What follows belongs to an exercise in optimizing a design on an open flow for small area, a short achievable clock period and few clock cycles; a production flow would make more cautious choices. Function was checked by simulation only, so behaviour that the tests miss may differ from the original. Power is estimated from default activity; no workload was simulated.

Setup of willow:
// lsu_top
module lsu_top
(
    input  logic      clk,
    input  logic      rst,
    input  logic      req_valid,
    input  lsu_req_t  req,
    output logic      req_ready,
    output logic      resp_valid,
    output lsu_resp_t resp
);
==> flow/config.mk <==
export PLATFORM = sky130hd
export DESIGN_NAME = lsu_top
export DESIGN_NICKNAME = lsu_top
export VERILOG_FILES = /design/flow/design.v
export SDC_FILE = /design/flow/constraint.sdc
export NUM_CORES = 4
export LEC_CHECK = 0
export CAP_MARGIN = 20
export CORE_MARGIN = 2
export CORE_UTILIZATION = 45
export PLACE_DENSITY = 0.6
export SETUP_SLACK_MARGIN = 2.2
export SLEW_MARGIN = 20
==> flow/constraint.sdc <==
create_clock -name core_clock -period 5.0 [get_ports {clk}]
set_input_delay 1.0000 -clock core_clock [delete_from_list [all_inputs] [get_ports {clk}]]
set_output_delay 1.0000 -clock core_clock [all_outputs]
set_load 0.01 [all_outputs]
run.sh (not shown) runs the stock make flow with config.mk's settings and CLKGATE_MAP_FILE= SYNTH_SCRIPT=/design/flow/synth_recipe.tcl, a recipe that flattens the netlist after the stock synthesis.
Testbench counts of willow, summed over its fixed seeds: cycles 12,024.
Here is what was changed in the inputs of tundra compared with willow.
- SETUP_SLACK_MARGIN: 2.2 -> 2.8
--- outcome ---
[tundra vs willow] number of cells on the worst reg-to-reg path: higher in tundra
From willow to tundra the numbers moved as follows: fmax now larger, total length of routed met2 wires shows an increase of 3800 um, power after layout shows an increase of 1.2%, met3 global-route usage picked up an extra 1.3 points, starting DRC count in detailed routing went up 603.
Diff willow..tundra | number of buffers created by CTS | unchanged
Going from willow to tundra, relative area change from synthesis to final layout rose by 4.6 points, register-to-register slack rose by 0.54 ns.
Delta (tundra minus willow): non-clock buffer contribution to total cell area up 2.3 points; hold slack held steady.

* * *

The RTL this note starts from:
==> flow/design.v <==
    localparam int MEM_BYTES   = 256;              
    localparam int MEM_LATENCY = 1;                
    localparam int MEM_WORDS   = MEM_BYTES / 4;
    localparam int WIDX_W      = $clog2(MEM_WORDS);
    typedef logic [31:0]       word_t;             
    typedef logic [31:0]       addr_t;             
    typedef logic [3:0]        strb_t;             
    typedef logic [WIDX_W-1:0] widx_t;             
    typedef logic [7:0]        lat_cnt_t;          
    typedef enum logic [2:0] {
        op_sw  = 3'b000,
        op_lb  = 3'b001,
        op_lbu = 3'b010,
        op_lh  = 3'b011,
        op_lhu = 3'b100,
        op_lw  = 3'b101,
        op_sb  = 3'b110,
        op_sh  = 3'b111
    } lsu_op_t;
    typedef struct packed {
        lsu_op_t op;
        addr_t   addr;
        word_t   wdata;    
    } lsu_req_t;
    typedef struct packed {
        word_t rdata;      
        logic  err;        
    } lsu_resp_t;
    typedef struct packed {
        addr_t addr;       
    } mem_rd_req_t;
    typedef struct packed {
        addr_t addr;       
        word_t data;       
        strb_t strb;
    } mem_wr_req_t;
    function automatic logic is_store(lsu_op_t op);
        is_store = (op == op_sb) || (op == op_sh) || (op == op_sw);
    endfunction
module lsu_align
(
    input  word_t      w,
    input  logic [1:0] off,
    input  logic [1:0] sz,      
    input  logic       sgn,
    input  logic       ld,
    output word_t      load_data
);
    logic [7:0]  b0;
    logic [7:0]  b1;
    logic        ext;
    word_t       r;
    always_comb begin
        case (off)
            2'd0:    b0 = w[7:0];
            2'd1:    b0 = w[15:8];
            2'd2:    b0 = w[23:16];
            default: b0 = w[31:24];
        endcase
        b1  = off[1] ? w[31:24] : w[15:8];
        ext = sgn && ((sz == 2'd0) ? b0[7] : b1[7]);
        r[7:0]   = b0;
        r[15:8]  = (sz == 2'd0) ? {8{ext}} : b1;
        r[31:16] = (sz == 2'd2) ? w[31:16] : {16{ext}};
        load_data = ld ? r : '0;
    end
endmodule
module lsu_ctrl
(
    input  logic        clk,
    input  logic        rst,
    input  logic        req_valid,
    input  lsu_req_t    req,
    output logic        req_ready,
    output logic [MEM_WORDS-1:0] sel_q,    
    output strb_t       be_q,              
    output word_t       wd_q,              
    output logic        v_q,               
    output logic        ld_q,              
    output logic        err_q,             
    output logic [1:0]  off_q,             
    output logic [1:0]  sz_q,              
    output logic        sgn_q              
);
    logic       accept;
    logic [1:0] off;
    logic       mis;
    logic       st;
    strb_t      mask;
    word_t      lanes;
    logic [1:0] sz;
    assign req_ready = 1'b1;
    assign accept    = req_valid;
    assign off       = req.addr[1:0];
    assign st        = is_store(req.op);
    always_comb begin
        case (req.op)
            op_lh, op_lhu, op_sh: mis = off[0];
            op_lw, op_sw:         mis = |off;
            default:              mis = 1'b0;
        endcase
        case (req.op)
            op_lb, op_lbu, op_sb: sz = 2'd0;
            op_lh, op_lhu, op_sh: sz = 2'd1;
            default:              sz = 2'd2;
        endcase
        case (req.op)
            op_sb:   mask = strb_t'(4'b0001 << off);
            op_sh:   mask = strb_t'(4'b0011 << off);
            default: mask = 4'b1111;
        endcase
        case (req.op)
            op_sb:   lanes = {4{req.wdata[7:0]}};
            op_sh:   lanes = {2{req.wdata[15:0]}};
            default: lanes = req.wdata;
        endcase
    end
    always_ff @(posedge clk) begin
        if (rst) begin
            sel_q <= '1;
            be_q  <= 4'b1111;
            wd_q  <= '0;
            v_q   <= 1'b0;
            ld_q  <= 1'b0;
        end else begin
            for (int i = 0; i < MEM_WORDS; i++)
                sel_q[i] <= (req.addr[WIDX_W+1:2] == widx_t'(i));
            be_q  <= (accept && st && !mis) ? mask : 4'b0000;
            wd_q  <= lanes;
            v_q   <= accept;
            ld_q  <= accept && !st && !mis;
        end
        err_q <= mis;
        off_q <= off;
        sz_q  <= sz;
        sgn_q <= (req.op == op_lb) || (req.op == op_lh);
    end
endmodule
module data_sram
(
    input  logic                 clk,
    input  logic [MEM_WORDS-1:0] sel,
    input  strb_t                be,
    input  word_t                wd,
    output word_t                rd_lo,     
    output word_t                rd_hi      
);
    logic [32*MEM_WORDS-1:0] mem;
    for (genvar w = 0; w < MEM_WORDS; w++) begin : g_word
        for (genvar b = 0; b < 4; b++) begin : g_byte
            always_ff @(posedge clk)
                if (sel[w] && be[b])
                    mem[32*w + 8*b +: 8] <= wd[8*b +: 8];
        end
    end
    always_comb begin
        rd_lo = '0;
        rd_hi = '0;
        for (int w = 0; w < MEM_WORDS/2; w++) begin
            rd_lo = rd_lo | ({32{sel[w]}} & mem[32*w +: 32]);
            rd_hi = rd_hi | ({32{sel[w + MEM_WORDS/2]}} & mem[32*(w + MEM_WORDS/2) +: 32]);
        end
    end
endmodule
module lsu_top
(
    input  logic      clk,
    input  logic      rst,
    input  logic      req_valid,
    input  lsu_req_t  req,
    output logic      req_ready,
    output logic      resp_valid,
    output lsu_resp_t resp
);
    logic [MEM_WORDS-1:0] sel_q;
    strb_t      be_q;
    word_t      wd_q;
    logic       v_q;
    logic       ld_q;
    logic       err_q;
    logic [1:0] off_q;
    logic [1:0] sz_q;
    logic       sgn_q;
    word_t      rd_lo;
    word_t      rd_hi;
    word_t      load_data;
    logic       v2_q;
    logic       ld2_q;
    logic       err2_q;
    logic [1:0] off2_q;
    logic [1:0] sz2_q;
    logic       sgn2_q;
    word_t      rd_lo_q;
    word_t      rd_hi_q;
    lsu_ctrl u_ctrl (
        .clk       (clk),
        .rst       (rst),
        .req_valid (req_valid),
        .req       (req),
        .req_ready (req_ready),
        .sel_q     (sel_q),
        .be_q      (be_q),
        .wd_q      (wd_q),
        .v_q       (v_q),
        .ld_q      (ld_q),
        .err_q     (err_q),
        .off_q     (off_q),
        .sz_q      (sz_q),
        .sgn_q     (sgn_q)
    );
    data_sram u_sram (
        .clk (clk),
        .sel (sel_q),
        .be  (be_q),
        .wd  (wd_q),
        .rd_lo (rd_lo),
        .rd_hi (rd_hi)
    );
    always_ff @(posedge clk) begin
        if (rst) begin
            v2_q  <= 1'b0;
            ld2_q <= 1'b0;
        end else begin
            v2_q  <= v_q;
            ld2_q <= ld_q;
        end
        err2_q <= err_q;
        off2_q <= off_q;
        sz2_q  <= sz_q;
        sgn2_q <= sgn_q;
        rd_lo_q <= rd_lo;
        rd_hi_q <= rd_hi;
    end
    lsu_align u_align (
        .w         (rd_lo_q | rd_hi_q),
        .off       (off2_q),
        .sz        (sz2_q),
        .sgn       (sgn2_q),
        .ld        (ld2_q),
        .load_data (load_data)
    );
    always_ff @(posedge clk) begin
        if (rst)
            resp_valid <= 1'b0;
        else
            resp_valid <= v2_q;
        resp.rdata <= load_data;
        resp.err   <= err2_q;
    end
endmodule
make LEC_CHECK=0 CAP_MARGIN=20 CORE_MARGIN=2 CORE_UTILIZATION=45 CTS_CLUSTER_DIAMETER=100 CTS_CLUSTER_SIZE=28 PLACE_DENSITY=0.6 SETUP_SLACK_MARGIN=3.0 SLEW_MARGIN=20 finish   # period 5.0 ns
The starting point went through all stages and came out clean.
Testbench counts at the start, summed over its fixed seeds: cycles 12,024.
Change:
Settings changed: CTS_CLUSTER_SIZE 28 to 30, PLACE_DENSITY 0.6 to 0.75, SETUP_SLACK_MARGIN 3.0 to 2.8.
The new run finished with timing, DRC and antenna clean.
Sequential power is about the same.
Fmax came out lower by 2.4%.
Cell count is about the same.
Global-route usage came out lower by 1.2 points.
Routed wire length came out lower by 4.4%.
Register-to-register slack gets worse by 250 ps.
Sequential share of layout area came out higher by 0.61 points.
Combinational power hardly moves.

[afterwards: timing with drivers on the ports]
No port has a modelled driver above. Below, the same layouts with a new extraction and two added sets of constraints. Step 1: set_driving_cell puts a clkbuf_16 on clk and a buf_2 on each other input, an assumption about the parent block. Step 2 moves the port delays by t, midway between the first and last clock arrival at a register: inputs arrive t later, outputs are due t later. That takes back most of the time a late clock gives input paths. Slacks: ideal / step 1 / step 2; pairs: ideal / step 1.
| run | shift t [ns] | setup WS [ns] | hold WS [ns] | worst data-port slew with drivers (ns) |
|---|---|---|---|---|
| willow | 0.932 | 2.085 / 2.085 / 1.912 | 0.333 / 0.333 / 0.333 | 0.07 |
| tundra | 0.933 | 2.626 / 2.625 / 2.047 | 0.333 / 0.333 / 0.333 | 0.06 |
| the first run of note 2 | 0.812 | 2.772 / 2.698 / 2.215 | 0.337 / 0.337 / 0.337 | 0.07 |
| the second run of note 2 | 0.826 | 2.717 / 2.688 / 2.075 | 0.341 / 0.341 / 0.341 | 0.18 |
After both steps every run listed still meets setup and hold. The setup slack of the second run of note 2, which loses most, moves by -0.029 ns with the drivers and by -0.642 ns with both steps.
